Context: an optimization exercise on an open-source flow, tuned for small area, a short achievable clock period and few clock cycles per item. The choices shown serve that exercise and are no tape-out recipe.
The RTL was checked by simulation tests, not by an equivalence proof against the original design.
The clock cells of runs 2 to 7 come from the design's own scripts or RTL, not from TritonCTS.
No driver is modelled on the clock port, so clock power and skew are understated where the tree is cut down; a real chip needs a root buffer or a tree.
Power figures rest on the tool's default switching activity, not on a simulated workload.

==> flow/design.v <==
`timescale 1ns / 1ps
package pfe_pkg;
  localparam int unsigned LETTER_W = 5;
  localparam int unsigned NUM_ROWS = 5;
  localparam int unsigned NUM_COLS = 5;
  typedef logic [LETTER_W-1:0] letter_t;
  typedef logic [2:0]          idx_t;
  typedef logic [NUM_COLS*LETTER_W-1:0]          row_t;
  typedef logic [NUM_ROWS*NUM_COLS*LETTER_W-1:0] rows_t;
  typedef logic [9:0] pos_t;
  localparam letter_t LETTER_X = 5'd23;
  localparam letter_t LETTER_J = 5'd9;
  localparam letter_t LETTER_I = 5'd8;
  localparam rows_t ROWS_RESET = {
    25'd27025109,
    25'd21613104,
    25'd16201099,
    25'd10755269,
    25'd4294688
  };
  typedef enum logic [2:0] {
    REG_ROW_0 = 3'd0,
    REG_ROW_1 = 3'd1,
    REG_ROW_2 = 3'd2,
    REG_ROW_3 = 3'd3,
    REG_ROW_4 = 3'd4
  } reg_idx_e;
  function automatic logic [4:0] rot1(logic [4:0] i);
    rot1 = {i[3:0], i[4]};
  endfunction
  function automatic pos_t locate(rows_t rows, letter_t v);
    logic [4:0] rhit, chit, rsel, csel;
    logic [24:0] m;
    for (int k = 0; k < 25; k++) m[k] = (rows[5*k +: 5] == v);
    for (int r = 0; r < 5; r++) rhit[r] = |m[5*r +: 5];
    rsel[4] = rhit[4];
    rsel[3] = rhit[3] & ~rhit[4];
    rsel[2] = rhit[2] & ~(rhit[3] | rhit[4]);
    rsel[1] = rhit[1] & ~(rhit[2] | rhit[3] | rhit[4]);
    rsel[0] = ~(rhit[1] | rhit[2] | rhit[3] | rhit[4]);
    chit = '0;
    for (int r = 0; r < 5; r++) chit = chit | ({5{rsel[r]}} & m[5*r +: 5]);
    csel[4] = chit[4];
    csel[3] = chit[3] & ~chit[4];
    csel[2] = chit[2] & ~(chit[3] | chit[4]);
    csel[1] = chit[1] & ~(chit[2] | chit[3] | chit[4]);
    csel[0] = ~(chit[1] | chit[2] | chit[3] | chit[4]);
    locate = {rsel, csel};
  endfunction
  function automatic letter_t read_at(rows_t rows, pos_t p);
    letter_t l, rv;
    l = '0;
    for (int r = 0; r < 5; r++) begin
      rv = '0;
      for (int c = 0; c < 5; c++) rv = rv | ({5{p[c]}} & rows[25*r + 5*c +: 5]);
      l = l | ({5{p[5+r]}} & rv);
    end
    read_at = l;
  endfunction
endpackage
`timescale 1ns / 1ps
module pfe_cfg_regs (
  input  logic        clk_i,
  input  logic        rst_ni,
  input  logic        psel,
  input  logic        penable,
  input  logic        pwrite,
  input  logic [4:0]  paddr,
  input  logic [31:0] pwdata,
  output logic [31:0] prdata,
  output logic        pready,
  output pfe_pkg::rows_t       rows_o
);
  pfe_pkg::rows_t    rows_q, rows_d;
  logic [2:0] idx;
  logic     wr_en;
  assign idx    = paddr[4:2];
  assign wr_en  = psel & penable & pwrite;
  assign pready = 1'b1;
  always_comb begin
    rows_d = rows_q;
    if (wr_en) begin
      case (idx)
        pfe_pkg::REG_ROW_0: rows_d[0 +: 25] = pwdata[24:0];
        pfe_pkg::REG_ROW_1: rows_d[25 +: 25] = pwdata[24:0];
        pfe_pkg::REG_ROW_2: rows_d[50 +: 25] = pwdata[24:0];
        pfe_pkg::REG_ROW_3: rows_d[75 +: 25] = pwdata[24:0];
        pfe_pkg::REG_ROW_4: rows_d[100 +: 25] = pwdata[24:0];
        default: ;
      endcase
    end
  end
  always_comb begin
    case (idx)
      pfe_pkg::REG_ROW_0: prdata = {7'd0, rows_q[0 +: 25]};
      pfe_pkg::REG_ROW_1: prdata = {7'd0, rows_q[25 +: 25]};
      pfe_pkg::REG_ROW_2: prdata = {7'd0, rows_q[50 +: 25]};
      pfe_pkg::REG_ROW_3: prdata = {7'd0, rows_q[75 +: 25]};
      pfe_pkg::REG_ROW_4: prdata = {7'd0, rows_q[100 +: 25]};
      default:   prdata = '0;
    endcase
  end
  always_ff @(posedge clk_i or negedge rst_ni) begin
    if (!rst_ni) begin
      rows_q <= pfe_pkg::ROWS_RESET;
    end else begin
      rows_q <= rows_d;
    end
  end
  assign rows_o = rows_q;
endmodule
`timescale 1ns / 1ps
module pfe_pair_cipher (
  input  pfe_pkg::pos_t p1_i,
  input  pfe_pkg::pos_t p2_i,
  output pfe_pkg::pos_t t1_o,
  output pfe_pkg::pos_t t2_o
);
  logic [4:0] r1, c1, r2, c2;
  logic       same_row, same_col;
  assign r1 = p1_i[9:5];
  assign c1 = p1_i[4:0];
  assign r2 = p2_i[9:5];
  assign c2 = p2_i[4:0];
  assign same_row = |(r1 & r2);
  assign same_col = |(c1 & c2);
  always_comb begin
    if (same_row) begin
      t1_o = {r1, pfe_pkg::rot1(c1)};
      t2_o = {r2, pfe_pkg::rot1(c2)};
    end else if (same_col) begin
      t1_o = {pfe_pkg::rot1(r1), c1};
      t2_o = {pfe_pkg::rot1(r2), c2};
    end else begin
      t1_o = {r1, c2};
      t2_o = {r2, c1};
    end
  end
endmodule
`timescale 1ns / 1ps
module pfe_out_buf (
  input  logic          clk_i,
  input  logic          rst_ni,
  input  pfe_pkg::rows_t rows_i,
  input  logic          load_i,
  input  pfe_pkg::pos_t p1_i,
  input  pfe_pkg::pos_t p2_i,
  input  logic          quad_i,
  output logic          free_o,
  output logic          m_axis_tvalid,
  input  logic          m_axis_tready,
  output logic [7:0]    m_axis_tdata,    
  output logic          m_axis_tlast     
);
  pfe_pkg::pos_t    p1_q, p2_q, t1, t2;
  logic             jv_q, sec_q, rep_q;
  logic             wv_q, wlast_q;
  pfe_pkg::letter_t wdata_q;
  logic             adv;
  pfe_pair_cipher u_cipher (
    .p1_i (p1_q),
    .p2_i (p2_q),
    .t1_o (t1),
    .t2_o (t2)
  );
  assign adv    = ~wv_q | m_axis_tready;
  assign free_o = ~jv_q | (adv & sec_q & ~rep_q);
  always_ff @(posedge clk_i or negedge rst_ni) begin
    if (!rst_ni) begin
      jv_q <= 1'b0;
      wv_q <= 1'b0;
    end else begin
      if (free_o) begin
        jv_q <= load_i;
      end
      if (adv) begin
        wv_q <= jv_q;
      end
    end
  end
  always_ff @(posedge clk_i) begin
    if (free_o) begin
      p1_q  <= p1_i;
      p2_q  <= p2_i;
      sec_q <= 1'b0;
      rep_q <= quad_i;
    end else if (adv) begin
      sec_q <= ~sec_q;
      if (sec_q) rep_q <= 1'b0;
    end
    if (adv) begin
      wdata_q <= pfe_pkg::read_at(rows_i, sec_q ? t2 : t1);
      wlast_q <= sec_q & ~rep_q;
    end
  end
  assign m_axis_tvalid = wv_q;
  assign m_axis_tdata  = {3'd0, wdata_q};
  assign m_axis_tlast  = wlast_q;
endmodule
`timescale 1ns / 1ps
module playfair_digraph_encryptor (
  input  logic        clk_i,
  input  logic        rst_ni,
  input  logic        psel,
  input  logic        penable,
  input  logic        pwrite,
  input  logic [4:0]  paddr,
  input  logic [31:0] pwdata,
  output logic [31:0] prdata,
  output logic        pready,
  input  logic        s_axis_tvalid,
  output logic        s_axis_tready,
  input  logic [7:0]  s_axis_tdata,    
  input  logic        s_axis_tlast,    
  output logic        m_axis_tvalid,
  input  logic        m_axis_tready,
  output logic [7:0]  m_axis_tdata,    
  output logic        m_axis_tlast     
);
  pfe_pkg::rows_t   rows;
  pfe_pkg::letter_t in_a;
  logic             s_accept;
  logic             hd_v_q, sk_v_q;
  pfe_pkg::letter_t hd_q, sk_q;
  logic             hd_last_q, sk_last_q;
  pfe_pkg::pos_t    pos_a, pos_x, p1, p2;
  logic             held_v_q;
  pfe_pkg::letter_t held_q;
  pfe_pkg::pos_t    held_pos_q;
  logic             buf_free, pop, split, pair, load, quad;
  pfe_cfg_regs u_regs (
    .clk_i   (clk_i),
    .rst_ni  (rst_ni),
    .psel    (psel),
    .penable (penable),
    .pwrite  (pwrite),
    .paddr   (paddr),
    .pwdata  (pwdata),
    .prdata  (prdata),
    .pready  (pready),
    .rows_o  (rows)
  );
  assign in_a          = (s_axis_tdata[4:0] == pfe_pkg::LETTER_J) ? pfe_pkg::LETTER_I
                                                                  : s_axis_tdata[4:0];
  assign s_axis_tready = ~sk_v_q;
  assign s_accept      = s_axis_tvalid & ~sk_v_q;
  always_ff @(posedge clk_i or negedge rst_ni) begin
    if (!rst_ni) begin
      hd_v_q <= 1'b0;
      sk_v_q <= 1'b0;
    end else begin
      if (pop || !hd_v_q) begin
        hd_v_q <= sk_v_q | s_accept;
        sk_v_q <= 1'b0;
      end else if (s_accept) begin
        sk_v_q <= 1'b1;
      end
    end
  end
  always_ff @(posedge clk_i) begin
    if (pop || !hd_v_q) begin
      if (sk_v_q) begin
        hd_q      <= sk_q;
        hd_last_q <= sk_last_q;
      end else begin
        hd_q      <= in_a;
        hd_last_q <= s_axis_tlast;
      end
    end
    if (!sk_v_q) begin
      sk_q      <= in_a;
      sk_last_q <= s_axis_tlast;
    end
  end
  assign pair = held_v_q | hd_last_q;
  assign pop  = hd_v_q & (buf_free | ~pair);
  assign load = pop & pair;
  assign split = held_v_q & (held_q != hd_q);
  assign quad  = held_v_q & ~split & hd_last_q;
  assign pos_a = pfe_pkg::locate(rows, hd_q);
  assign pos_x = pfe_pkg::locate(rows, pfe_pkg::LETTER_X);
  assign p1    = held_v_q ? held_pos_q : pos_a;
  assign p2    = split ? pos_a : pos_x;
  always_ff @(posedge clk_i or negedge rst_ni) begin
    if (!rst_ni) begin
      held_v_q <= 1'b0;
    end else if (pop) begin
      held_v_q <= ~hd_last_q & ~split;
    end
  end
  always_ff @(posedge clk_i) begin
    if (pop) begin
      held_q     <= hd_q;
      held_pos_q <= pos_a;
    end
  end
  pfe_out_buf u_out (
    .clk_i         (clk_i),
    .rst_ni        (rst_ni),
    .rows_i        (rows),
    .load_i        (load),
    .p1_i          (p1),
    .p2_i          (p2),
    .quad_i        (quad),
    .free_o        (buf_free),
    .m_axis_tvalid (m_axis_tvalid),
    .m_axis_tready (m_axis_tready),
    .m_axis_tdata  (m_axis_tdata),
    .m_axis_tlast  (m_axis_tlast)
  );
endmodule
==> flow/flow/run.sh <==
#!/bin/bash
set -euo pipefail
bash standard.sh "BUFFER_PORTS_ARGS=-buffer_cell sky130_fd_sc_hd__buf_4" \
  SETUP_SLACK_MARGIN=5.6 finish > flow_make.log 2>&1
==> flow/standard.sh <==
#!/bin/bash
# synth_recipe.tcl (not shown) runs the flow's synth.tcl, then flattens the netlist and writes it again
# the make line also repeats each setting of config.mk as NAME=value (left out here)
make -C /OpenROAD-flow-scripts/flow DESIGN_CONFIG=/design/flow/config.mk WORK_HOME=/design/flow/orfs CLKGATE_MAP_FILE= SYNTH_SCRIPT=/design/flow/synth_recipe.tcl "${@:-finish}"
==> flow/config.mk <==
export PLATFORM = sky130hd
export DESIGN_NAME = playfair_digraph_encryptor
export DESIGN_NICKNAME = playfair_digraph_encryptor
export VERILOG_FILES = /design/flow/design.v
export SDC_FILE = /design/flow/constraint.sdc
export NUM_CORES = 4
export LEC_CHECK = 0
export CAP_MARGIN = 20
export CORE_MARGIN = 2
export CORE_UTILIZATION = 40
export SLEW_MARGIN = 20
==> flow/constraint.sdc <==
create_clock -name core_clock -period 11.0 [get_ports {clk_i}]
set_input_delay 2.2000 -clock core_clock [delete_from_list [all_inputs] [get_ports {clk_i}]]
set_output_delay 2.2000 -clock core_clock [all_outputs]
set_load 0.01 [all_outputs]
==> results.toml, run 1 <==
[status]
status = "finished clean"

[global_route]
grt_first_pass_wirelength_um = 57500
track_usage_pct = 27.3
gr-total-overflow = 0
grt_pass1_vias = 8542
grt_max_degree = 69
grt_antenna_before_repair = 0

[floorplan]
die_h_um = 171
rows = 61
coreArea_um2 = 27600
dieArea_um2 = 29300
io_pins = 97
start_util_pct = 40.5
die_x_um = 171

[timing]
fin_crit_sh_pct = 51.5
worst_slew_pin_slew_ps = 1070
rsz0062_at_grt = "true"
fmax_ghz = 0.177
setup_viol = 0
slew_headroom_pct = 28.2
fin_skew_ps = 19.2
setup_tns_ps = 0
hold_viol = 0
holdWs_ps = 468
setup_ws_ps = 5340
fin_crit_ps = 5660
slew_viol_final = 0

[yosys]
syn_inst = 1012
synthFlopType = "dfrtp_1"
ys_types = 73
synth_edf_count = 48
synth_area_per_cell_um2 = 11.0
synthArstFlopShare_pct = 70.3
seq_area_frac_synth_pct = 43.9
ys_warn_count = 4
synth_area_um2 = 11200
yosys_register_bits = 185

[worst_setup_path]
max_stage_delay_ps = 190
cp-start-kind = "input port"
endpoint_kind = "primary output"
required_ps = 8800
cp_cell_sequence = "buf_12, clkinvlp_4, buf_12, nor3_4, buf_6, buf_16, nand2_1, o21ai_1, a221o_1, buf_6"
crit_path_max_fanout = 6
crit_buf_inv = 6
crit_arrival_ps = 3460
crit_slowest_cell = "nor3_4"
crit_family = "buffers and inverters"
criticalPathCategory = "input port to primary output"

[clock_network]
clk_transition_reported_paths_ps = 80
clock_sinks = 185
cts_made_buffers = 17
cts_root_buf = "clkbuf_16"
cts_tree = "done"
clock_latency_ps = 450
htree_levels = 4
max-clock-path-buffers = 2
ctsHoldBuffers = 0

[cells_and_area]
final_common_cell = "mux2_2"
mostFrequentLayoutCells = "mux2_2, nand2_1, buf_4, dfrtp_1, xor2_1"
fin_cells = 1463
drive_above_1_share_pct = 33.3
n_antenna_cell = 0
nets = 1125
area_growth_pct = 14.8

[power]
power_switching_share_pct = 46.1
p_comb_share_pct = 49.1
ir_drop_v = 0.000114
leakage_nw = 5.14
power_density_nw_per_um2 = 289
power.internal_w = 0.00199
switching_power_w = 0.00171
p_clk_share_pct = 15.9
p_seq_share_pct = 35.0

[drt]
num_vias = 8898
postRouteAntennaNets = 0
drt_iter0_drc = 1024
wl_per_cell_um = 26.7
first_pass_iters = 6
drc = 0
via_per_inst = 6.08
wl_um = 39100

[place]
gp_congestion = 0.988
hpwl_um = 27400
io_buffer_count = 73
placedCellCount = 1419
dp_slack_ps = 4690

[flow_run]
drv_cap = 0

[worst_hold_path]
hold_class = "flip-flop to flip-flop"
-- stage by stage --
step                      total power [W]  util [%]  area (um2)
after CTS                         0.00367      46.3       12800
after global routing              0.00390      46.4       12800
after detailed placement          0.00306      43.3       12000
final                             0.00370      46.4       12800
after floorplan                   0.00253         -       11300
after global placement            0.00302      43.3       12000
-- kinds of logic (layout without fill, tap and decap cells) --
logic type | count (synthesis) | in the layout | share of synthesized area [%]
compound gates | 191 | 191 | 13.1
xor+xnor | 126 | 126 | 10.1
buf+inv | 83 | 146 | 4.41
flops | 185 | 185 | 43.9
mux | 162 | 162 | 16.5
other cells | 2 | 11 | 0.0672
simple gates | 263 | 264 | 12.0
-- what timing repair did --
action	CTS	global route
resized for setup	31	10
pin swaps	3	1
cloned	3	1
setup buffers	8	0
endpoints found under the setup margin	25	24
-- cells in the mapped netlist (3+ instances only) --
master      n  area share [%]
nor3_1     20            0.90
nand3_1    36             1.6
nand4_1    26             1.5
a31oi_1     4            0.22
a222oi_1   26             2.3
a221oi_2    4            0.54
buf_4      15             1.0
buf_2       7            0.31
a211oi_1    4            0.27
dfrtp_1    75              17
o21a_1      3            0.20
o21ai_0    48             2.1
nor2b_1    19             1.1
nand2_1    99             3.3
a22oi_1    34             2.3
nor4_1      3            0.17
a21oi_1    14            0.63
nand2b_1    5            0.28
and3_1      4            0.22
nor3_2      8            0.72
nand3b_1    4            0.27
buf_6      14             1.4
inv_1      12            0.40
a221oi_1    3            0.24
a221o_1    24             2.1
edfxtp_1   48              13
mux2_2    132              13
o41ai_1     5            0.39
dfstp_2    55              13
nor2_1     24            0.81
clkbuf_1   30             1.0
xnor2_1    60             4.7
dfxtp_1     7             1.3
mux4_2      4            0.81
mux2i_1    24             2.1
xor2_1     63             4.9
-- routing by layer --
layer / GRT usage, % / vias to the layer above / wire, um
li1: - / 3876 / -
met1: 36.9 / 4541 / 16600
met2: 43.5 / 385 / 18200
met3: 5.27 / 96 / 2910
met4: 10.1 / 0 / 1440
met5: 0 / - / 0
-- path summary, 6_finish.rpt --
path / start / to / slack [ps] / depth (start not counted)
hold reg to reg: sk_q[3] / sk_q[3] / 470 / 2
max in group asynchronous: rst_ni / held_v_q / 7930 / 2
hold / removal: sk_q[3] / sk_q[3] / 470 / 2
setup reg to reg: u_out.p1_q[6] / u_out.wdata_q[3] / 7010 / 9
min in group asynchronous: rst_ni / u_regs.rows_q[95] / 1730 / 1
setup / recovery: paddr[4] / prdata[8] / 5340 / 10
-- power by group through the flow --
stage          combinational, W  sequential [W]  clock [W]
3_3_place_gp            0.00173         0.00129          0
4_1_cts                 0.00178         0.00129   0.000598
5_1_grt                 0.00196         0.00131   0.000627
2_1_floorplan           0.00137         0.00116          0
3_5_place_dp            0.00176         0.00130          0
6_report                0.00182         0.00130   0.000589
-- worst reg2reg max path, delay by kind of cell (launching register included) --
kind / cells / cell delay, ps
compound gates: 6 / 2310
flops: 1 / 430
simple gates: 3 / 1110
-- layout make-up --
type | instances | area (um2)
clock buffers | 19 | 433
well taps | 378 | 473
repair buffers | 100 | 926
flip-flops and latches | 185 | 4900
inverters | 14 | 56.3
fillers | 2637 | 14800
clock inverters | 13 | 115
multi-input cells | 754 | 5920
-- registers in the layout, summed over array words and instances (netlist names) --
name / cells
u_out.sec_q: 1
u_out.wlast_q: 1
held_q: 5
u_out.jv_q: 1
u_out.rep_q: 1
hd_v_q: 1
held_pos_q: 10
u_out.wdata_q: 5
sk_q: 5
hd_last_q: 1
sk_last_q: 1
u_out.p2_q: 10
u_out.wv_q: 1
hd_q: 5
held_v_q: 1
u_regs.rows_q: 125
u_out.p1_q: 10
sk_v_q: 1
Testbench counts, summed over its fixed seeds: cycles 10,430, items 9,600.
==> run 2: changes to the inputs <==
--- a/flow/design.v
+++ b/flow/design.v
@@ -73,4 +73,5 @@
 );
   pfe_pkg::rows_t    rows_q, rows_d;
+  pfe_pkg::row_t     rd_q, rd_d;
   logic [2:0] idx;
   logic     wr_en;
@@ -93,10 +94,10 @@
   always_comb begin
     case (idx)
-      pfe_pkg::REG_ROW_0: prdata = {7'd0, rows_q[0 +: 25]};
-      pfe_pkg::REG_ROW_1: prdata = {7'd0, rows_q[25 +: 25]};
-      pfe_pkg::REG_ROW_2: prdata = {7'd0, rows_q[50 +: 25]};
-      pfe_pkg::REG_ROW_3: prdata = {7'd0, rows_q[75 +: 25]};
-      pfe_pkg::REG_ROW_4: prdata = {7'd0, rows_q[100 +: 25]};
-      default:   prdata = '0;
+      pfe_pkg::REG_ROW_0: rd_d = rows_q[0 +: 25];
+      pfe_pkg::REG_ROW_1: rd_d = rows_q[25 +: 25];
+      pfe_pkg::REG_ROW_2: rd_d = rows_q[50 +: 25];
+      pfe_pkg::REG_ROW_3: rd_d = rows_q[75 +: 25];
+      pfe_pkg::REG_ROW_4: rd_d = rows_q[100 +: 25];
+      default:   rd_d = '0;
     endcase
   end
@@ -108,4 +109,8 @@
     end
   end
+  always_ff @(posedge clk_i) begin
+    rd_q <= rd_d;
+  end
+  assign prdata = {7'd0, rd_q};
   assign rows_o = rows_q;
 endmodule
==> flow/flow/run.sh (replaced) <==
#!/bin/bash
set -euo pipefail
bash standard.sh "BUFFER_PORTS_ARGS=-buffer_cell sky130_fd_sc_hd__buf_4" \
  "PRE_CTS_TCL=$PWD/flow/mycts.tcl" \
  SETUP_SLACK_MARGIN=7.8 finish > flow_make.log 2>&1
==> flow/flow/mycts.tcl (new file) <==
# Manual clock tree: the clock port drives one root buffer, which drives
# NLEAF leaf buffers, each placed at the centre of a cluster of flip-flops.
proc mk_clock_tree { nleaf rootmaster leafmaster {noroot 0} } {
  set block [ord::get_db_block]
  set db [ord::get_db]
  set clknet [$block findNet clk_i]
  set sinks {}
  foreach it [$clknet getITerms] {
    lappend sinks $it
  }
  set n [llength $sinks]
  # sink locations
  set pts {}
  foreach it $sinks {
    set inst [$it getInst]
    set bb [$inst getBBox]
    lappend pts [list [expr {([$bb xMin] + [$bb xMax]) / 2}] [expr {([$bb yMin] + [$bb yMax]) / 2}]]
  }
  # k-means with balanced seeds: sort by x then y strips
  set idx {}
  for {set i 0} {$i < $n} {incr i} { lappend idx $i }
  set k $nleaf
  # initial centres: spread along sorted order
  set sorted [lsort -command [list apply {{pts a b} {
      set xa [lindex $pts $a 0]; set xb [lindex $pts $b 0]
      expr {$xa < $xb ? -1 : ($xa > $xb ? 1 : 0)} }} $pts] $idx]
  set cent {}
  for {set c 0} {$c < $k} {incr c} {
    set j [lindex $sorted [expr {int(($c + 0.5) * $n / $k)}]]
    lappend cent [lindex $pts $j]
  }
  set cap [expr {int(ceil(double($n) / $k)) + 2}]
  for {set iter 0} {$iter < 30} {incr iter} {
    # capacity-limited assignment: nearest centre with room, points in order of best distance
    set cand {}
    for {set i 0} {$i < $n} {incr i} {
      set p [lindex $pts $i]
      for {set c 0} {$c < $k} {incr c} {
        set q [lindex $cent $c]
        set d [expr {abs([lindex $p 0] - [lindex $q 0]) + abs([lindex $p 1] - [lindex $q 1])}]
        lappend cand [list $d $i $c]
      }
    }
    set cand [lsort -integer -index 0 $cand]
    set asg [lrepeat $n -1]
    set cnt [lrepeat $k 0]
    foreach e $cand {
      lassign $e d i c
      if {[lindex $asg $i] >= 0} continue
      if {[lindex $cnt $c] >= $cap} continue
      lset asg $i $c
      lset cnt $c [expr {[lindex $cnt $c] + 1}]
    }
    set sx [lrepeat $k 0]; set sy [lrepeat $k 0]
    for {set i 0} {$i < $n} {incr i} {
      set c [lindex $asg $i]
      lset sx $c [expr {[lindex $sx $c] + [lindex $pts $i 0]}]
      lset sy $c [expr {[lindex $sy $c] + [lindex $pts $i 1]}]
    }
    for {set c 0} {$c < $k} {incr c} {
      set m [lindex $cnt $c]
      if {$m > 0} { lset cent $c [list [expr {[lindex $sx $c] / $m}] [expr {[lindex $sy $c] / $m}]] }
    }
  }
  set rm [$db findMaster $rootmaster]
  set lm [$db findMaster $leafmaster]
  # root buffer at the centre of the leaf buffers
  set rx 0; set ry 0
  foreach q $cent { set rx [expr {$rx + [lindex $q 0]}]; set ry [expr {$ry + [lindex $q 1]}] }
  set rx [expr {$rx / $k}]; set ry [expr {$ry / $k}]
  # mid level: the clock port drives nmid buffers (noroot is their count), each
  # driving the leaf buffers nearest to it
  set nmid $noroot
  set midnets {}
  set leafmid {}
  if {$nmid > 0} {
    # pair leaves to mids: sort leaf centres by angle around the middle
    set order [lsort -real -command [list apply {{cent rx ry a b} {
        set aa [expr {atan2([lindex $cent $a 1] - $ry, [lindex $cent $a 0] - $rx)}]
        set bb [expr {atan2([lindex $cent $b 1] - $ry, [lindex $cent $b 0] - $rx)}]
        expr {$aa < $bb ? -1 : ($aa > $bb ? 1 : 0)} }} $cent $rx $ry] [lsearch -all [lrepeat $k x] x]]
    set leafmid [lrepeat $k 0]
    for {set j 0} {$j < $k} {incr j} {
      lset leafmid [lindex $order $j] [expr {$j * $nmid / $k}]
    }
    for {set m 0} {$m < $nmid} {incr m} {
      set mx 0; set my 0; set mc 0
      for {set c 0} {$c < $k} {incr c} {
        if {[lindex $leafmid $c] == $m} {
          set mx [expr {$mx + [lindex $cent $c 0]}]; set my [expr {$my + [lindex $cent $c 1]}]; incr mc
        }
      }
      set b [odb::dbInst_create $block $rm clkbuf_mid_$m]
      $b setLocation [expr {$mx / $mc}] [expr {$my / $mc}]
      $b setPlacementStatus PLACED
      set mn [odb::dbNet_create $block clknet_mid_$m]
      $mn setSigType CLOCK
      [$b findITerm A] connect $clknet
      [$b findITerm X] connect $mn
      lappend midnets $mn
    }
  } else {
    set root [odb::dbInst_create $block $rm clkbuf_root]
    $root setLocation $rx $ry
    $root setPlacementStatus PLACED
    set rnet [odb::dbNet_create $block clknet_root]
    $rnet setSigType CLOCK
    [$root findITerm A] connect $clknet
    [$root findITerm X] connect $rnet
    set midnets [list $rnet]
    set leafmid [lrepeat $k 0]
  }
  set leafnets {}
  for {set c 0} {$c < $k} {incr c} {
    set b [odb::dbInst_create $block $lm clkbuf_leaf_$c]
    $b setLocation [lindex $cent $c 0] [lindex $cent $c 1]
    $b setPlacementStatus PLACED
    set ln [odb::dbNet_create $block clknet_leaf_$c]
    $ln setSigType CLOCK
    [$b findITerm A] connect [lindex $midnets [lindex $leafmid $c]]
    [$b findITerm X] connect $ln
    lappend leafnets $ln
  }
  for {set i 0} {$i < $n} {incr i} {
    set it [lindex $sinks $i]
    $it disconnect
    $it connect [lindex $leafnets [lindex $asg $i]]
  }
  $clknet setSigType CLOCK
  puts "mk_clock_tree: $n sinks, $k leaves, sizes $cnt"
}

# Runs as PRE_CTS_TCL: build a two-level clock tree by hand (the clock port
# drives 4 buffers, each driving 2 leaf buffers at the centres of balanced
# flip-flop clusters), then stand in for clock_tree_synthesis, whose place in
# cts.tcl this takes. Everything after it in cts.tcl (legalisation, timing
# repair) runs as usual.
mk_clock_tree 8 sky130_fd_sc_hd__clkbuf_16 sky130_fd_sc_hd__clkbuf_16 4
rename clock_tree_synthesis tritoncts_unused
proc clock_tree_synthesis { args } {
  puts "clock tree built by hand in PRE_CTS_TCL; clock_tree_synthesis $args not run"
  set_propagated_clock [all_clocks]
}
==> run 2 against run 1 <==
Effect of this change: wire length increased by 8.7%; clock power fell by 29%; die area is 3.3% higher; critical endpoint is now u_regs.rows_q[10].
==> results.toml, run 2 <==
[yosys]
ys_types = 67
synth_top_family_by_area = "multiplexers"
synth.top_cell.area_share_pct = 16.2
synth-compound-area-share_pct = 12.8
synthFlopType = "dfrtp_1"
netlist_top_cells_count = "mux2_2, nand2_1, dfrtp_1, xor2_1, xnor2_1"
synth.most_common_cell = "mux2_2"
synth_top_area_cell = "dfrtp_1"
synth_area_per_cell_um2 = 11.1
synth_edf_count = 48
yosys.area_share.simple_pct = 10.9
synthArstFlopShare_pct = 61.9
ys_warn_count = 4
syn_inst = 1039
seq_area_frac_synth_pct = 46.8
yosys_register_bits = 210
synth_area_um2 = 11600
synth_mux_area_share_pct = 15.8
synth_xor_area_share_pct = 9.55
synth_adder_area_share_pct = 0
synthTopCellsByArea = "dfrtp_1, mux2_2, dfstp_2"

[drt]
drt_iter0_drc = 1283
first_pass_iters = 10
postRouteAntennaNets = 0
drc = 0
wl_per_cell_um = 27.8
via_per_inst = 6.17
num_vias = 9428
wl_um = 42500

[place]
place_area_um2 = 12600
gp_congestion = 1.00
io_buffer_count = 73
hpwl_um = 26900
dp_slack_ps = 6170

[worst_setup_path]
cp_cell_sequence = "buf_16, buf_8, nor4_4, buf_6, buf_6, buf_12, mux2_4"
cpMostUsedCell = "buf_6"
crit_slowest_cell = "mux2_4"
crit_family = "buffers and inverters"
worst-r2r-cell-count = 10
required_ps = 11200
r2r_start = "u_out.p2_q[6]"
reg2reg_to = "u_out.wdata_q[0]"
r2r_slack_ps = 7770
endpoint_kind = "flip-flop"
cp-start-kind = "input port"
max_stage_delay_ps = 300
crit_buf_inv = 5
crit_arrival_ps = 3450
worst-path-stages = 7
criticalPathCategory = "input port to flip-flop"
crit_path_max_fanout = 6

[power]
p_clk_share_pct = 10.6
power.internal_w = 0.00217
ir_drop_v = 0.000135
power_density_nw_per_um2 = 278
p_total_w = 0.00396
leakage_nw = 5.73
power_switching_share_pct = 45.2
switching_power_w = 0.00179
p_seq_share_pct = 35.6
p_comb_share_pct = 53.8

[cells_and_area]
nets = 1199
area_growth_pct = 23.2
largest-register = "u_regs.rows_q"
mostFrequentLayoutCells = "buf_4, nand2_1, mux2_2, dfrtp_1, xor2_1"
postLayoutCoreUtil_pct = 49.9
drive_above_1_share_pct = 35.9
final_common_cell = "buf_4"
fin_area_um2 = 14200
largest_reg_flops = 125
largestRegisters = "u_regs.rows_q x125, u_regs.rd_q x25"
nFillCells = 2635

[floorplan]
start_util_pct = 40.5
io_pins = 97
die_x_um = 174
rows = 62
die_h_um = 174
dieArea_um2 = 30300
coreArea_um2 = 28500

[clock_network]
clk_transition_reported_paths_ps = 110
clock_latency_ps = 300

[timing]
fin_skew_ps = 26.7
setup_tns_ps = 0
slew_viol_final = 0
hold_viol = 0
fin_crit_ps = 3250
slew_headroom_pct = 27.0
worst_slew_pin_slew_ps = 1080
setup_viol = 0
fin_crit_sh_pct = 29.6
setup_ws_ps = 7750
fmax_ghz = 0.308
rsz0062_at_grt = "true"

[worst_hold_path]
hold_depth = 2
hold_class = "flip-flop to flip-flop"
hold_start = "sk_q[3]"
holdPathEnd = "sk_q[3]"

[flow_run]
drv_cap = 0

[global_route]
track_usage_pct = 26.2
grt_max_degree = 75
gr-total-overflow = 0
grt_antenna_before_repair = 1
grt_first_pass_wirelength_um = 60100
grt_pass1_vias = 8860

[status]
status = "finished clean"
==> run 2: changes by cell type after synthesis, moves of 6 or more <==
cell | previous run | this run
buf_4 | 15 | 24
buf_6 | 14 | 5
dfxtp_1 | 7 | 32
inv_1 | 12 | 18
nor3_1 | 20 | 30
nor3_2 | 8 | 0
==> run 2: worst register-to-register path, delay by kind of cell, from the launching register on <==
kind	cells	cell delay, ps
and+or+nand+nor	3	450
DFF	1	440
buffers and inverters	2	380
AOI/OAI and AO/OA	5	1700
==> run 2: power by group through the flow <==
stage          clock network (W)  registers, W  logic (W)
4_1_cts                 0.000430       0.00140    0.00183
2_1_floorplan                  0       0.00128    0.00134
3_3_place_gp                   0       0.00140    0.00171
5_1_grt                 0.000459       0.00143    0.00227
3_5_place_dp                   0       0.00140    0.00174
6_report                0.000419       0.00141    0.00213
==> run 2: cell type report <==
class | instances | area [um2] | area share, %
Timing Repair Buffer | 146 | 1470 | 10.3
Buffer | 12 | 300 | 2.11
Multi-Input combinational cell | 755 | 6480 | 45.5
Inverter | 21 | 103 | 0.720
Antenna cell | 1 | 2.50 | 0.0176
Sequential cell | 210 | 5410 | 38.0
Tap cell | 384 | 480 | 3.37
==> run 2: through the flow <==
stage                     std cells  hold slack, ps
after detailed placement       1449             459
after CTS                      1496             481
after global routing           1528             511
final                          1529             472
after global placement         1448             444
after floorplan                1048             427
==> run 2: what timing repair did <==
action / in CTS / in global routing
hold buffers: 0 / 0
gates cloned: 10 / 4
gates resized for setup: 81 / 41
pin swaps: 10 / 15
setup endpoints to repair: 202 / 97
setup buffers: 25 / 28
==> run 2: logic make-up (layout without fill, tap and decap cells) <==
family,count (synthesis),after routing
xor gates and xnor gates,126,126
muxes,161,163
buffers and inverters,90,179
DFF,210,210
other,2,12
AOI/OAI and AO/OA,195,197
and+or+nand+nor,255,258
==> run 2: how the worst max path moves through the flow <==
| stage | start | end | slack [ps] |
|---|---|---|---|
| 6_report | paddr[2] | u_regs.rows_q[10] | 7750 |
| 3_5_place_dp | paddr[3] | u_regs.rows_q[52] | 6170 |
| 4_1_cts | paddr[3] | u_regs.rows_q[23] | 7730 |
| 2_1_floorplan | paddr[4] | u_regs.rows_q[54] | 7510 |
| 3_3_place_gp | paddr[3] | u_regs.rows_q[52] | 6190 |
| 5_1_grt | paddr[2] | u_regs.rows_q[24] | 7720 |
==> run 2: per-layer routing <==
metal | share of wire [%] | GRT usage (%)
met1 | 43 | 38.8
met2 | 44 | 40.3
met3 | 9.2 | 3.30
met4 | 4.0 | 7.18
met5 | 0 | 0
Testbench counts of run 2, summed over its fixed seeds: cycles 10,430, items 9,600.
==> run 3: changes to the inputs <==
--- a/flow/design.v
+++ b/flow/design.v
@@ -75,19 +75,21 @@
   pfe_pkg::row_t     rd_q, rd_d;
   logic [2:0] idx;
-  logic     wr_en;
+  logic     setup, access;
+  logic [4:0] we_q;
   assign idx    = paddr[4:2];
-  assign wr_en  = psel & penable & pwrite;
+  assign setup  = psel & ~penable;
+  assign access = psel & penable;
   assign pready = 1'b1;
+  always_ff @(posedge clk_i or negedge rst_ni) begin
+    if (!rst_ni) begin
+      we_q <= '0;
+    end else begin
+      for (int r = 0; r < 5; r++) we_q[r] <= setup & pwrite & (idx == r[2:0]);
+    end
+  end
   always_comb begin
     rows_d = rows_q;
-    if (wr_en) begin
-      case (idx)
-        pfe_pkg::REG_ROW_0: rows_d[0 +: 25] = pwdata[24:0];
-        pfe_pkg::REG_ROW_1: rows_d[25 +: 25] = pwdata[24:0];
-        pfe_pkg::REG_ROW_2: rows_d[50 +: 25] = pwdata[24:0];
-        pfe_pkg::REG_ROW_3: rows_d[75 +: 25] = pwdata[24:0];
-        pfe_pkg::REG_ROW_4: rows_d[100 +: 25] = pwdata[24:0];
-        default: ;
-      endcase
+    for (int r = 0; r < 5; r++) begin
+      if (access && we_q[r]) rows_d[25*r +: 25] = pwdata[24:0];
     end
   end
--- a/flow/config.mk
+++ b/flow/config.mk
@@ -8,4 +8,4 @@
 export CAP_MARGIN = 20
 export CORE_MARGIN = 2
-export CORE_UTILIZATION = 40
+export CORE_UTILIZATION = 55
 export SLEW_MARGIN = 20
==> run 3 against run 2 <==
Effect of this change: clock power up 3%; utilization up 14 points; final cell count down 9.3%; die area decreased by 26%; sequential share of layout area up 3.7 points; critical path type is now flip-flop to primary output; critical endpoint is now s_axis_tready.
==> results.toml, run 3 <==
[timing]
fin_skew_ps = 20.9
fin_crit_ps = 3170
hold_viol = 0
worst_slew_pin_slew_ps = 960
setup_viol = 0
slew_headroom_pct = 35.3
rsz0062_at_grt = "true"
slew_viol_final = 0
setup_tns_ps = 0
fin_crit_sh_pct = 28.9
setup_ws_ps = 7830
fmax_ghz = 0.315

[cells_and_area]
largestRegisters = "u_regs.rows_q x125, u_regs.rd_q x25"
nFillCells = 1739
multi_input_area_um2 = 5980
nets = 1167
largest-register = "u_regs.rows_q"
area_growth_pct = 13.7
drive_above_1_share_pct = 32.6
largest_reg_flops = 125
mostFrequentLayoutCells = "mux2_2, buf_4, nand2_1, dfrtp_1, xnor2_1"
n_antenna_cell = 0
seqCellArea_um2 = 5530
final_common_cell = "mux2_2"

[power]
switching_power_w = 0.00143
p_comb_share_pct = 50.5
p_clk_share_pct = 12.9
power_switching_share_pct = 42.8
power_density_nw_per_um2 = 252
leakage_nw = 5.63
power.internal_w = 0.00191
p_seq_share_pct = 36.6
ir_drop_v = 0.000165

[yosys]
synthTopCellsByArea = "dfrtp_1, mux2_2, dfstp_2"
syn_inst = 1045
seq_area_frac_synth_pct = 47.4
synthArstFlopShare_pct = 62.8
ys_warn_count = 4
synth_top_area_cell = "dfrtp_1"
synth_area_um2 = 11700
synth.most_common_cell = "mux2_2"
yosys_register_bits = 215
ys_types = 65
synthFlopType = "dfrtp_1"
synth_area_per_cell_um2 = 11.2
netlist_top_cells_count = "mux2_2, nand2_1, dfrtp_1, xnor2_1, xor2_1"
synth_edf_count = 48
synth.top_cell.area_share_pct = 17.2

[worst_setup_path]
crit_family = "flip-flops"
cp_cell_sequence = "inv_1, buf_4"
crit_arrival_ps = 970
r2r_slack_ps = 7860
required_ps = 8800
max_stage_delay_ps = 480
crit_path_max_fanout = 7
endpoint_kind = "primary output"
cp-start-kind = "flip-flop"
crit_buf_inv = 2
crit_slowest_cell = "dfrtp_2"
criticalPathCategory = "flip-flop to primary output"

[floorplan]
coreArea_um2 = 20900
die_h_um = 150
die_x_um = 150
rows = 53
start_util_pct = 55.8
io_pins = 97
dieArea_um2 = 22400

[global_route]
grt_antenna_before_repair = 0
grt_pass1_vias = 8551
grt_first_pass_wirelength_um = 56000
gr-total-overflow = 0
track_usage_pct = 33.8
grt_max_degree = 76

[drt]
drc = 0
postRouteAntennaNets = 0
drt_iter0_drc = 1108
first_pass_iters = 10
num_vias = 9149
via_per_inst = 6.60
wl_um = 38300
wl_per_cell_um = 27.6

[clock_network]
clk_transition_reported_paths_ps = 110
clock_latency_ps = 310
ctsHoldBuffers = 0

[place]
dp_slack_ps = 6900
hpwl_um = 25800
gp_congestion = 1.04
io_buffer_count = 73

[status]
status = "finished clean"

[worst_hold_path]
hold_class = "flip-flop to flip-flop"

[flow_run]
drv_cap = 0
==> run 3: cell types whose count changed after synthesis, moves of 4 or more <==
| cell | delta |
|---|---|
| a211oi_1 | -4 |
| a21oi_1 | +4 |
| a31oi_1 | -4 |
| buf_4 | -6 |
| clkbuf_1 | +6 |
| dfrtp_1 | +5 |
| inv_1 | -6 |
| nand3_1 | +9 |
| nor2_1 | -4 |
| o21ai_0 | -4 |
| or2_2 | +4 |
==> run 3: final timing paths <==
check,startpoint,endpoint,depth (start not counted)
hold reg to reg,sk_q[3],sk_q[3],2
min in group asynchronous,rst_ni,u_regs.rows_q[20],1
hold / removal,sk_q[3],sk_q[3],2
max in group asynchronous,rst_ni,u_regs.rows_q[9],2
setup reg to reg,hd_q[2],u_out.p2_q[1],10
setup / recovery,sk_v_q,s_axis_tready,2
==> run 3: worst reg2reg max path: cells and delay by family (launching register included) <==
family	cells	cell delay (ps)
buf+inv	1	200
flops	1	440
compound gates	2	400
xor+xnor	1	180
simple gates	6	1640
==> run 3: metrics by stage <==
stage / std cells / hold slack (ps) / total power, W / util (%) / instance area, um2
floorplan: 1054 / 427 / 0.00224 / - / 11800
global placement: 1348 / 450 / 0.00263 / 59.4 / 12400
detailed placement: 1348 / 454 / 0.00264 / 59.4 / 12400
CTS: 1368 / 478 / 0.00317 / 61.9 / 12900
global route: 1387 / 497 / 0.00352 / 63.5 / 13300
finish: 1387 / 474 / 0.00335 / 63.5 / 13300
==> run 3: power by group through the flow <==
stage	logic (W)	registers, W	clock network [W]
detailed placement	0.00142	0.00122	0
CTS	0.00151	0.00122	0.000439
finish	0.00169	0.00122	0.000432
floorplan	0.00109	0.00115	0
global placement	0.00141	0.00122	0
global route	0.00181	0.00124	0.000468
==> run 3: cell families (layout without fill, tap and decap cells) <==
family | after synthesis | in the layout | share of synthesized area, %
buf+inv | 83 | 138 | 3.53
flops | 215 | 215 | 47.4
mux | 161 | 161 | 15.6
other cells | 2 | 11 | 0.0644
compound gates | 188 | 189 | 12.4
xor+xnor | 126 | 126 | 9.46
simple gates | 270 | 272 | 11.6
==> run 3: timing repair <==
item                       4_1_cts  5_1_grt
pin swaps                        6        7
cloned                           2        3
setup endpoints to repair       90       40
gates resized for setup         23       28
buffers inserted                 6       16
==> run 3: layer usage <==
| layer | wire (um) | vias up | GRT usage [%] |
|---|---|---|---|
| met3 | 3380 | 80 | 4.09 |
| met1 | 16400 | 4576 | 50.7 |
| met4 | 1580 | 0 | 11.1 |
| li1 | - | 4005 | - |
| met2 | 17000 | 488 | 51.1 |
| met5 | 0 | - | 0 |
==> run 3: area by class of cell <==
cell class / count / area share [%]
flip-flops and latches: 215 / 41.7
inverters: 14 / 0.424
plain buffers: 12 / 2.26
repair buffers: 112 / 7.91
multi-input cells: 759 / 45.1
well taps: 275 / 2.59
Testbench counts of run 3, summed over its fixed seeds: cycles 10,430, items 9,600.
==> run 4: changes to the inputs <==
--- a/flow/config.mk
+++ b/flow/config.mk
@@ -8,4 +8,4 @@
 export CAP_MARGIN = 20
 export CORE_MARGIN = 2
-export CORE_UTILIZATION = 55
+export CORE_UTILIZATION = 40
 export SLEW_MARGIN = 20
==> run 4 against run 3 <==
Effect of this change: still clean; sequential power about the same; final cell count grew 6.6%; worst hold slack improved by 5.5 ps; via count fell by 3.1%; flip-flop and latch count unchanged; die area rose by 36%; design area shrank 0.39%; first-iteration DRC count is 16% lower; clock power is essentially flat; critical path type is now flip-flop to flip-flop.
==> results.toml, run 4 <==
[global_route]
gr-total-overflow = 0
track_usage_pct = 23.7
grt_max_degree = 70
grt_pass1_vias = 8698
grt_first_pass_wirelength_um = 55500
grt_antenna_before_repair = 0

[cells_and_area]
largestRegisters = "u_regs.rows_q x125, u_regs.rd_q x25"
final_common_cell = "mux2_2"
largest-register = "u_regs.rows_q"
largest_reg_flops = 125
mostFrequentLayoutCells = "mux2_2, nand2_1, buf_4, dfrtp_1, xnor2_1"
drive_above_1_share_pct = 32.2
nets = 1149
postLayoutCoreUtil_pct = 46.0
area_growth_pct = 13.3
n_antenna_cell = 0

[clock_network]
clk_transition_reported_paths_ps = 100
clock_latency_ps = 310

[power]
leakage_nw = 5.54
power_density_nw_per_um2 = 247
ir_drop_v = 0.000141
p_comb_share_pct = 49.4
switching_power_w = 0.00139
power.internal_w = 0.00187
p_seq_share_pct = 37.3
p_total_w = 0.00326
power_switching_share_pct = 42.6
p_clk_share_pct = 13.3

[floorplan]
start_util_pct = 40.6
dieArea_um2 = 30500
die_h_um = 175
io_pins = 97
rows = 62
coreArea_um2 = 28700
die_x_um = 175

[timing]
setup_tns_ps = 0
worst_slew_pin_slew_ps = 801
hold_viol = 0
holdWs_ps = 479
fin_skew_ps = 21.7
fin_crit_sh_pct = 28.7
slew_viol_final = 0
setup_ws_ps = 7850
fmax_ghz = 0.317
setup_viol = 0
fin_crit_ps = 3150
rsz0062_at_grt = "true"
slew_headroom_pct = 46.5

[place]
dp_slack_ps = 6950
io_buffer_count = 73
gp_congestion = 1.01
hpwl_um = 26800

[worst_setup_path]
cp_cell_sequence = "buf_6, xnor2_1, nand3_1, nor3_1, nor4_1, nor2b_4, a41oi_1, o221a_4, nand3_2, o31ai_1"
crit_slowest_cell = "nor3_1"
crit_path_max_fanout = 26
crit_buf_inv = 1
crit_family = "simple AND/OR/NAND/NOR gates"
criticalPathCategory = "flip-flop to flip-flop"
cp-start-kind = "flip-flop"
required_ps = 11110
crit_arrival_ps = 3260
max_stage_delay_ps = 440
endpoint_kind = "flip-flop"

[yosys]
synth_area_per_cell_um2 = 11.2
ys_warn_count = 4
synth_edf_count = 48
yosys_register_bits = 215
synth.most_common_cell = "mux2_2"
synthTopCellsByArea = "dfrtp_1, mux2_2, dfstp_2"
synth_top_area_cell = "dfrtp_1"
seq_area_frac_synth_pct = 47.4
yosys.area_share.simple_pct = 11.6
netlist_top_cells_count = "mux2_2, nand2_1, dfrtp_1, xnor2_1, xor2_1"
synth_adder_area_share_pct = 0
synth_xor_area_share_pct = 9.46
synth.top_cell.area_share_pct = 17.2
ys_types = 65
syn_inst = 1045
synthFlopType = "dfrtp_1"
synth_area_um2 = 11700
synth_top_family_by_area = "multiplexers"
synth-compound-area-share_pct = 12.4
synth_mux_area_share_pct = 15.6
synthArstFlopShare_pct = 62.8

[status]
status = "finished clean"

[drt]
drt_iter0_drc = 934
dr_wl_met3_um = 2340
postRouteAntennaNets = 0
via_per_inst = 6.00
wl_per_cell_um = 25.2
num_vias = 8864
first_pass_iters = 8
wl_met2_um = 17400
wl_um = 37300
drc = 0
maxUsedRoutingLayer = "met4"
wl_met1_um = 16200

[flow_run]
drv_cap = 0

[worst_hold_path]
hold_class = "flip-flop to flip-flop"
run 4: cell type report:
class | count | area [um2]
repair buffers | 97 | 868
inverters | 14 | 56.3
flip-flops and latches | 215 | 5530
fillers | 2732 | 15500
plain buffers | 12 | 300
well taps | 384 | 480
multi-input cells | 756 | 5980
run 4: cell families (layout without fill, tap and decap cells):
group           count (synthesis)  after routing
compound gates                188            188
xor+xnor                      126            126
buf+inv                        83            123
flops                         215            215
mux                           161            161
other cells                     2             11
simple gates                  270            270
run 4: power groups by stage:
stage	clock [W]	sequential [W]	combinational (W)
after floorplan	0	0.00115	0.00109
after global placement	0	0.00121	0.00142
after detailed placement	0	0.00122	0.00145
after CTS	0.000446	0.00120	0.00148
after global routing	0.000478	0.00123	0.00174
final	0.000433	0.00122	0.00161
run 4: metal layers:
layer,vias to the layer above,global-route usage (%)
li1,3950,-
met1,4504,33.0
met2,331,38.6
met3,79,2.76
met4,0,7.88
met5,-,0
run 4: final timing paths:
path                       startpoint                 to  slack [ps]  cells past startpoint
min in group asynchronous      rst_ni   u_regs.rows_q[7]        1900                      1
setup reg to reg              hd_q[0]      u_out.p1_q[1]        7850                     10
max in group asynchronous      rst_ni  u_regs.rows_q[91]        8120                      2
hold / removal                sk_q[3]            sk_q[3]         480                      2
setup / recovery              hd_q[0]      u_out.p1_q[1]        7850                     10
hold reg to reg               sk_q[3]            sk_q[3]         480                      2
run 4: per-stage QoR:
stage | area, um2 | instances
detailed placement | 12600 | 1458
CTS | 13000 | 1472
global route | 13200 | 1478
floorplan | 11800 | 1054
global placement | 12600 | 1457
finish | 13200 | 1478
run 4: tightest hold or removal path: cells and delay by family, from the launching register on:
kind | cells | cell delay, ps
AO/OA/AOI/OAI | 1 | 80
flip-flops | 1 | 320
AND/OR/NAND/NOR | 1 | 40
run 4: repair_timing:
item | in CTS | in global routing
gates resized for setup | 21 | 37
pin swaps | 1 | 8
buffers inserted | 2 | 4
setup endpoints to repair | 123 | 36
hold buffers | 0 | 0
gates cloned | 0 | 2
==> run 5: changes to the inputs <==
==> flow/flow/run.sh (replaced) <==
#!/bin/bash
set -euo pipefail
bash standard.sh "BUFFER_PORTS_ARGS=-buffer_cell sky130_fd_sc_hd__buf_1" \
  "PRE_CTS_TCL=$PWD/flow/mycts.tcl" \
  SETUP_SLACK_MARGIN=8.0 finish > flow_make.log 2>&1
==> run 5 against run 4 <==
Effect of this change: die area unchanged; register-to-register slack better by 90 ps; area after synthesis unchanged; sequential share of layout area down 4.2 points; first-iteration DRC count up 60%; wire length up 20%; combinational power up 22%; total power up 11%; synthesized cell count unchanged; global-route usage up 4.3 points; design area up 11%; largest cell class unchanged.
==> results.toml, run 5 <==
[status]
status = "finished clean"

[global_route]
gr-total-overflow = 0
met1_usage_pct = 39.5
grt.busiest_layer = "met2"
track_usage_pct = 28.1
grt_antenna_before_repair = 0
use_met3_pct = 6.20
grtUsageMet2_pct = 42.0
grt_pass1_vias = 9280
grt_max_degree = 77
grt_first_pass_wirelength_um = 63800

[yosys]
synthTopCellsByArea = "dfrtp_1, mux2_2, dfstp_2"
synthArstFlopShare_pct = 62.8
ys_warn_count = 4
ys_types = 65
synth_area_um2 = 11700
synth_top_area_cell = "dfrtp_1"
yosys_register_bits = 215
synth_area_per_cell_um2 = 11.2
seq_area_frac_synth_pct = 47.4
synth_edf_count = 48
synthFlopType = "dfrtp_1"
synth.most_common_cell = "mux2_2"
synth.top_cell.area_share_pct = 17.2
syn_inst = 1045
netlist_top_cells_count = "mux2_2, nand2_1, dfrtp_1, xnor2_1, xor2_1"

[flow_run]
drv_cap = 0

[worst_setup_path]
crit_family = "buffers and inverters"
cp_cell_sequence = "clkbuf_16, buf_12, buf_12, buf_12, mux2_4, a22oi_2, o22ai_1"
criticalPathCategory = "input port to flip-flop"
endpoint_kind = "flip-flop"
crit_path_max_fanout = 6
crit_buf_inv = 4
required_ps = 11180
crit_arrival_ps = 3290
crit_slowest_cell = "mux2_4"
cp-start-kind = "input port"
r2r_slack_ps = 7940
max_stage_delay_ps = 300
cpMostUsedCell = "buf_12"

[drt]
via_per_inst = 6.33
postRouteAntennaNets = 0
wl_per_cell_um = 28.8
drc = 0
num_vias = 9840
wl_um = 44800
drt_iter0_drc = 1492
first_pass_iters = 10

[cells_and_area]
largest_reg_flops = 125
area_growth_pct = 26.1
fin_cells = 1554
nFillCells = 2540
postLayoutCoreUtil_pct = 51.2
largest-register = "u_regs.rows_q"
nets = 1225
final_common_cell = "mux2_4"
drive_above_1_share_pct = 35.5
mostFrequentLayoutCells = "mux2_4, nand2_1, dfrtp_1, xnor2_1, xor2_1"
n_antenna_cell = 0
largestRegisters = "u_regs.rows_q x125, u_regs.rd_q x25"

[clock_network]
clock_latency_ps = 310
ctsHoldBuffers = 0
clk_transition_reported_paths_ps = 100

[floorplan]
rows = 62
io_pins = 97
coreArea_um2 = 28700
dieArea_um2 = 30500
die_x_um = 175
start_util_pct = 40.6
die_h_um = 175

[worst_hold_path]
hold_class = "flip-flop to flip-flop"

[timing]
hold_viol = 0
setup_viol = 0
fin_skew_ps = 17.9
slew_viol_final = 0
fin_crit_sh_pct = 28.3
slew_headroom_pct = 45.5
fin_crit_ps = 3110
fmax_ghz = 0.321
rsz0062_at_grt = "true"
setup_ws_ps = 7890
worst_slew_pin_slew_ps = 809
setup_tns_ps = 0

[power]
power_density_nw_per_um2 = 247
ir_drop_v = 0.000158
leakage_nw = 6.30

[place]
placedCellCount = 1453
gp_congestion = 1.01
io_buffer_count = 73
dp_slack_ps = 6920
hpwl_um = 26700
[run 5: routing by layer]
metal | up-vias | wire length (um) | part of all wire (%)
met5 | - | 0 | 0
met4 | 0 | 2660 | 5.9
met3 | 172 | 4980 | 11
met2 | 640 | 19100 | 43
met1 | 4888 | 18100 | 40
li1 | 4140 | - | -
[run 5: per-stage QoR]
stage,area [um2],total power (W),hold WS (ps)
final,14700,0.00363,481
after global routing,14700,0.00378,505
after CTS,14300,0.00337,484
after detailed placement,12700,0.00263,460
after global placement,12700,0.00260,456
after floorplan,12600,0.00226,427
[run 5: worst min-delay path, stage by stage (launching register included)]
cell     delay [ps]
dfxtp_1         320
nand2_1          40
o21ai_0          80
[run 5: cell type report]
class	instances	area [um2]	area share, %
inverters	14	60.1	0.408
flip-flops and latches	215	5530	37.6
repair buffers	162	1530	10.4
well taps	384	480	3.27
multi-input cells	767	6800	46.2
plain buffers	12	300	2.04
[run 5: cell families (layout without fill, tap and decap cells)]
| logic type | after synthesis | in the layout | share of synthesized area (%) |
|---|---|---|---|
| buffers and inverters | 83 | 188 | 3.53 |
| multiplexers | 161 | 163 | 15.6 |
| XOR/XNOR | 126 | 126 | 9.46 |
| flip-flops | 215 | 215 | 47.4 |
| AND/OR/NAND/NOR | 270 | 277 | 11.6 |
| other | 2 | 11 | 0.0644 |
| AO/OA/AOI/OAI | 188 | 190 | 12.4 |
[run 5: worst paths after layout]
path	startpoint	endpoint	cells past startpoint
max	paddr[3]	u_regs.rd_q[23]	7
min	sk_q[3]	sk_q[3]	2
max reg2reg	u_regs.rows_q[91]	u_out.p1_q[0]	9
min reg2reg	sk_q[3]	sk_q[3]	2
max in group asynchronous	rst_ni	u_regs.rows_q[51]	2
min in group asynchronous	rst_ni	u_regs.rows_q[12]	1
[run 5: repair_timing]
action,4_1_cts,5_1_grt
setup buffers,56,13
gates cloned,16,4
resized for setup,109,67
endpoints found under the setup margin,274,83
pin swaps,23,21
[run 5: power breakdown]
| part | leakage [nW] | total (W) | switching (W) | internal (W) |
|---|---|---|---|---|
| Sequential | 2.38 | 0.00124 | 0.000196 | 0.00105 |
| Combinational | 3.78 | 0.00196 | 0.00113 | 0.000824 |
| Clock | 0.148 | 0.000427 | 0.000230 | 0.000197 |
| Total | 6.30 | 0.00363 | 0.00156 | 0.00207 |
==> run 6: changes to the inputs <==
==> flow/flow/run.sh (replaced) <==
#!/bin/bash
set -euo pipefail
bash standard.sh "BUFFER_PORTS_ARGS=-buffer_cell sky130_fd_sc_hd__buf_1" \
  "PRE_CTS_TCL=$PWD/flow/mycts.tcl" \
  SETUP_SLACK_MARGIN=7.45 finish > flow_make.log 2>&1
==> run 6 against run 5 <==
Effect of this change: largest cell class unchanged; clock power is essentially flat; register-to-register slack worse by 330 ps; sequential power is essentially flat; still clean; area after synthesis did not move; sequential share of layout area rose by 6.1 points; worst hold slack lost 0.51 ps; total power fell by 15%; wire length fell by 17%; combinational power is 27% lower; first-iteration DRC count is 40% lower; design area decreased by 14%.
==> results.toml, run 6 <==
[drt]
postRouteAntennaNets = 0
num_vias = 8800
wl_um = 37100
wl_per_cell_um = 25.2
maxUsedRoutingLayer = "met4"
via_per_inst = 5.98
drt_iter0_drc = 898
first_pass_iters = 8
wl_met2_um = 16500
dr_wl_met3_um = 2820
drc = 0
wl_met1_um = 16600

[worst_setup_path]
worst-r2r-cell-count = 10
crit_slowest_cell = "buf_6"
criticalPathCategory = "input port to flip-flop"
endpoint_kind = "flip-flop"
r2r_start = "hd_q[4]"
crit_path_max_fanout = 33
reg2reg_to = "u_out.p1_q[2]"
required_ps = 11200
r2r_slack_ps = 7610
cp_cell_sequence = "clkbuf_2, buf_6, inv_1, nor3_2, buf_4, a221o_1"
cp-start-kind = "input port"
crit_buf_inv = 4
crit_family = "buffers and inverters"
crit_end = "u_regs.rd_q[24]"
crit_arrival_ps = 3680
max_stage_delay_ps = 350
worst-path-stages = 6
critPathLaunch = "paddr[3]"

[floorplan]
start_util_pct = 40.6
coreArea_um2 = 28700
die_h_um = 175
dieArea_um2 = 30500
io_pins = 97
die_x_um = 175
rows = 62

[yosys]
synth_top_area_cell = "dfrtp_1"
synth_area_per_cell_um2 = 11.2
synth.top_cell.area_share_pct = 17.2
syn_inst = 1045
yosys_register_bits = 215
synth_edf_count = 48
synthArstFlopShare_pct = 62.8
synthFlopType = "dfrtp_1"
synthTopCellsByArea = "dfrtp_1, mux2_2, dfstp_2"
netlist_top_cells_count = "mux2_2, nand2_1, dfrtp_1, xnor2_1, xor2_1"
synth_area_um2 = 11700
ys_types = 65
seq_area_frac_synth_pct = 47.4
synth.most_common_cell = "mux2_2"
ys_warn_count = 4

[global_route]
track_usage_pct = 23.9
gr-total-overflow = 0
grt_first_pass_wirelength_um = 55600
grt_antenna_before_repair = 1
grt_pass1_vias = 8455
grt_max_degree = 77

[cells_and_area]
drive_above_1_share_pct = 23.7
nets = 1142
largest-register = "u_regs.rows_q"
mostFrequentLayoutCells = "mux2_2, nand2_1, dfrtp_1, buf_1, xnor2_1"
area_growth_pct = 8.50
final_common_cell = "mux2_2"
largestRegisters = "u_regs.rows_q x125, u_regs.rd_q x25"
fin_area_um2 = 12700
fin_cells = 1472
largest_reg_flops = 125
postLayoutCoreUtil_pct = 44.1

[clock_network]
clk_transition_reported_paths_ps = 100
clock_latency_ps = 310
ctsHoldBuffers = 0

[place]
place_area_um2 = 12300
io_buffer_count = 73
hpwl_um = 27100
gp_congestion = 0.988
placedCellCount = 1457

[timing]
hold_viol = 0
slew_headroom_pct = 25.6
fin_crit_ps = 3480
fin_crit_sh_pct = 31.6
worst_slew_pin_slew_ps = 1100
holdWs_ps = 480
setup_tns_ps = 0
setup_viol = 0
rsz0062_at_grt = "true"
fmax_ghz = 0.287
fin_skew_ps = 26.4
slew_viol_final = 0

[flow_run]
drv_cap = 0

[worst_hold_path]
hold_class = "flip-flop to flip-flop"

[power]
power_density_nw_per_um2 = 243
leakage_nw = 5.15
ir_drop_v = 0.000141

[status]
status = "finished clean"
==> run 6: layout make-up <==
| type | instances | area (um2) |
|---|---|---|
| multi-input combinational | 756 | 5870 |
| tap | 384 | 480 |
| fill | 2777 | 16000 |
| inverter | 14 | 52.6 |
| antenna | 1 | 2.50 |
| buffer | 12 | 300 |
| sequential | 215 | 5530 |
| timing repair buffer | 90 | 418 |
==> run 6: where the power goes <==
part           total [W]  switching [W]  internal [W]
clock           0.000427       0.000230      0.000197
sequential       0.00121       0.000166       0.00105
combinational    0.00143       0.000927      0.000506
==> run 6: stage by stage <==
step	power (W)	setup WS (ps)
global placement	0.00259	6830
floorplan	0.00223	7500
global route	0.00325	7440
finish	0.00307	7520
detailed placement	0.00261	6820
CTS	0.00306	7460
==> run 6: repair_timing <==
item | CTS | global route
pin swaps | 0 | 2
endpoints found under the hold margin | 0 | 0
resized for setup | 9 | 5
buffers inserted | 0 | 2
endpoints found under the setup margin | 91 | 14
==> run 6: worst min path at each step <==
stage | slack [ps] | to | start | depth (start not counted)
floorplan | 430 | sk_q[3] | sk_q[3] | 2
global placement | 460 | sk_last_q | sk_last_q | 1
detailed placement | 460 | sk_q[0] | sk_q[0] | 2
CTS | 480 | sk_q[0] | sk_q[0] | 2
global route | 500 | sk_q[2] | sk_q[2] | 1
finish | 480 | sk_q[0] | sk_q[0] | 2
==> run 6: worst register-to-register path, stage by stage, from the launching register on <==
cell	delay [ps]
edfxtp_1	340
buf_4	420
xnor2_1	170
nand3_1	100
nor3_1	110
nor4_1	700
nor2b_1	450
a41oi_1	290
o221a_4	340
nand2_1	150
o31ai_2	80
==> run 6: metal layers <==
metal / vias up / track usage, %
met1: 4433 / 34.9
li1: 3942 / -
met5: - / 0
met3: 69 / 3.48
met4: 0 / 7.08
met2: 356 / 36.8
==> run 6: cells by family (layout without fill, tap and decap cells) <==
logic type	after synthesis	count (layout)	share of synthesized area [%]
compound gates	188	188	12.4
xor+xnor	126	126	9.46
buf+inv	83	116	3.53
flops	215	215	47.4
mux	161	161	15.6
other cells	2	12	0.0644
simple gates	270	270	11.6
==> run 7: changes to the inputs <==
==> flow/flow/run.sh (replaced) <==
#!/bin/bash
set -euo pipefail
bash standard.sh "BUFFER_PORTS_ARGS=-buffer_cell sky130_fd_sc_hd__buf_1" \
  "PRE_CTS_TCL=$PWD/flow/mycts.tcl" \
  SETUP_SLACK_MARGIN=7.8 TNS_END_PERCENT=0 finish > flow_make.log 2>&1
==> run 7 against run 6 <==
Effect of this change: combinational power grew about 10%; synthesized cell count is the same; die area unchanged; via count increased by 2.6%; clock skew is 2.9 ps lower; global-route usage grew 0.18 points; register-to-register slack gained 210 ps; maximum frequency increased by 8.8%; sequential power is essentially flat; design area increased by 3.3%; utilization is 1.4 points higher; critical path type is now flip-flop to primary output.
==> results.toml, run 7 <==
[status]
status = "finished clean"

[worst_setup_path]
crit_buf_inv = 2
max_stage_delay_ps = 460
crit_family = "flip-flops"
crit_arrival_ps = 1000
cp_cell_sequence = "inv_1, buf_1"
required_ps = 8800
crit_slowest_cell = "dfrtp_2"
criticalPathCategory = "flip-flop to primary output"
crit_path_max_fanout = 7
endpoint_kind = "primary output"
cp-start-kind = "flip-flop"

[yosys]
synth_adder_area_share_pct = 0
seq_area_frac_synth_pct = 47.4
synth_xor_area_share_pct = 9.46
yosys_register_bits = 215
synth_area_per_cell_um2 = 11.2
synth.top_cell.area_share_pct = 17.2
syn_inst = 1045
synth_mux_area_share_pct = 15.6
netlist_top_cells_count = "mux2_2, nand2_1, dfrtp_1, xnor2_1, xor2_1"
synthFlopType = "dfrtp_1"
synthTopCellsByArea = "dfrtp_1, mux2_2, dfstp_2"
synth_area_um2 = 11700
ys_types = 65
synthArstFlopShare_pct = 62.8
synth.most_common_cell = "mux2_2"
ys_warn_count = 4
synth-compound-area-share_pct = 12.4
synth_edf_count = 48
yosys.area_share.simple_pct = 11.6
synth_top_area_cell = "dfrtp_1"
synth_top_family_by_area = "multiplexers"

[cells_and_area]
area_growth_pct = 12.0
postLayoutCoreUtil_pct = 45.5
mostFrequentLayoutCells = "mux2_2, nand2_1, dfrtp_1, buf_1, xnor2_1"
nFillCells = 2733
largestRegisters = "u_regs.rows_q x125, u_regs.rd_q x25"
largest_reg_flops = 125
largest-register = "u_regs.rows_q"
drive_above_1_share_pct = 26.1
final_common_cell = "mux2_2"
nets = 1164

[timing]
hold_viol = 0
setup_tns_ps = 0
fin_crit_ps = 3200
fin_skew_ps = 23.5
fmax_ghz = 0.313
setup_ws_ps = 7800
slew_viol_final = 0
worst_slew_pin_slew_ps = 975
rsz0062_at_grt = "true"
fin_crit_sh_pct = 29.1
slew_headroom_pct = 34.3
holdWs_ps = 473
setup_viol = 0

[drt]
via_per_inst = 6.04
wl_per_cell_um = 26.5
drt_iter0_drc = 1079
first_pass_iters = 5
wl_um = 39600
postRouteAntennaNets = 0
num_vias = 9026
drc = 0

[global_route]
gr-total-overflow = 0
grt_first_pass_wirelength_um = 55900
grt_max_degree = 74
grt.busiest_layer = "met2"
grt_antenna_before_repair = 2
grtUsageMet2_pct = 38.5
track_usage_pct = 24.1
grt_pass1_vias = 8304
met1_usage_pct = 35.8
use_met3_pct = 2.55

[place]
gp_congestion = 1.03
io_buffer_count = 73
hpwl_um = 27200
dp_slack_ps = 6770

[clock_network]
clk_transition_reported_paths_ps = 90
clock_latency_ps = 310
ctsHoldBuffers = 0

[floorplan]
dieArea_um2 = 30500
rows = 62
die_x_um = 175
coreArea_um2 = 28700
start_util_pct = 40.6
die_h_um = 175
io_pins = 97

[worst_hold_path]
hold_class = "flip-flop to flip-flop"

[power]
leakage_nw = 5.35
power_density_nw_per_um2 = 247
ir_drop_v = 0.000129

[flow_run]
drv_cap = 0
==> run 7: stage by stage <==
step	instances	instance area [um2]	power, W
floorplan	1054	11800	0.00224
global placement	1459	12300	0.00260
detailed placement	1460	12300	0.00263
CTS	1473	12700	0.00306
global route	1493	13100	0.00341
finish	1494	13100	0.00323
==> run 7: final timing paths <==
| kind | from | end | slack, ps | depth (start not counted) |
|---|---|---|---|---|
| worst max register to register | u_out.p1_q[3] | u_out.wdata_q[2] | 7820 | 8 |
| max in group asynchronous | rst_ni | u_regs.rows_q[75] | 8070 | 2 |
| worst max-delay path | sk_v_q | s_axis_tready | 7800 | 2 |
| min in group asynchronous | rst_ni | u_regs.rows_q[14] | 1860 | 1 |
| worst min-delay path | sk_q[3] | sk_q[3] | 470 | 2 |
| worst min register to register | sk_q[3] | sk_q[3] | 470 | 2 |
==> run 7: cell type report <==
class / count / area [um2] / share of cell area [%]
multi-input cells: 757 / 5950 / 45.6
flip-flops and latches: 215 / 5530 / 42.3
repair buffers: 111 / 746 / 5.71
well taps: 384 / 480 / 3.68
plain buffers: 12 / 300 / 2.30
inverters: 14 / 56.3 / 0.431
diodes: 1 / 2.50 / 0.0191
==> run 7: kinds of logic after synthesis <==
kind of cell / after synthesis
and+or+nand+nor: 270
other: 2
muxes: 161
buffers and inverters: 83
xor gates and xnor gates: 126
AOI/OAI and AO/OA: 188
DFF: 215
==> run 7: power by group <==
group / internal [W] / switching (W) / total [W]
Sequential: 0.00105 / 0.000175 / 0.00122
Clock: 0.000197 / 0.000227 / 0.000424
Combinational: 0.000597 / 0.000987 / 0.00158
==> run 7: timing repair <==
| item | CTS | global route |
|---|---|---|
| cloned | 0 | 5 |
| setup endpoints to repair | 113 | 44 |
| setup buffers | 1 | 15 |
| resized for setup | 16 | 40 |
| hold endpoints to repair | 0 | 0 |
| pin swaps | 1 | 3 |
==> run 7: layer usage <==
metal	vias to the layer above	wire length, um	share of wire, %
met3	63	2730	6.9
met5	-	0	0
met4	0	1020	2.6
met2	366	18200	46
li1	4001	-	-
met1	4596	17700	45
==> run 7: worst register-to-register path: cells and delay by family (launching register included) <==
| kind | cells | cell delay [ps] |
|---|---|---|
| muxes | 2 | 1160 |
| and+or+nand+nor | 3 | 470 |
| DFF | 1 | 520 |
| AOI/OAI and AO/OA | 3 | 760 |

## what the ideal ports hide
The flow's constraints put no driver on any port. The routed layouts listed below were extracted and timed again, unchanged, in two steps.
Step 1, drivers: a clkbuf_16 drives clk_i and a buf_2 each remaining input, both assumed.
Step 2 adds t to the input delays and takes it off the output delays; t is the mean of the earliest and latest rising clock arrival at the registers after step 1. Input paths then give back, and output paths get back, about the clock's delay inside the block.
a / b / c = ideal ports / drivers / drivers and shift; a / b = the first two.
| run | t (ns) | setup slack, ns | clock arrival spread, ns |
|---|---|---|---|
| run 1 | 0.489 | 5.337 / 5.271 / 5.271 | 0.020 / 0.019 |
| run 2 | 0.407 | 7.749 / 7.725 / 7.317 | 0.031 / 0.031 |
| run 3 | 0.403 | 7.825 / 7.719 / 7.520 | 0.021 / 0.021 |
| run 4 | 0.394 | 7.846 / 7.785 / 7.530 | 0.023 / 0.024 |
| run 5 | 0.412 | 7.889 / 7.814 / 7.553 | 0.018 / 0.018 |
| run 6 | 0.408 | 7.521 / 7.608 / 7.200 | 0.028 / 0.028 |
| run 7 | 0.408 | 7.804 / 7.694 / 7.471 | 0.024 / 0.024 |
After both steps every run listed still meets setup and hold. The setup slack of run 2, which loses most, moves by -0.024 ns with the drivers and by -0.432 ns with both steps.
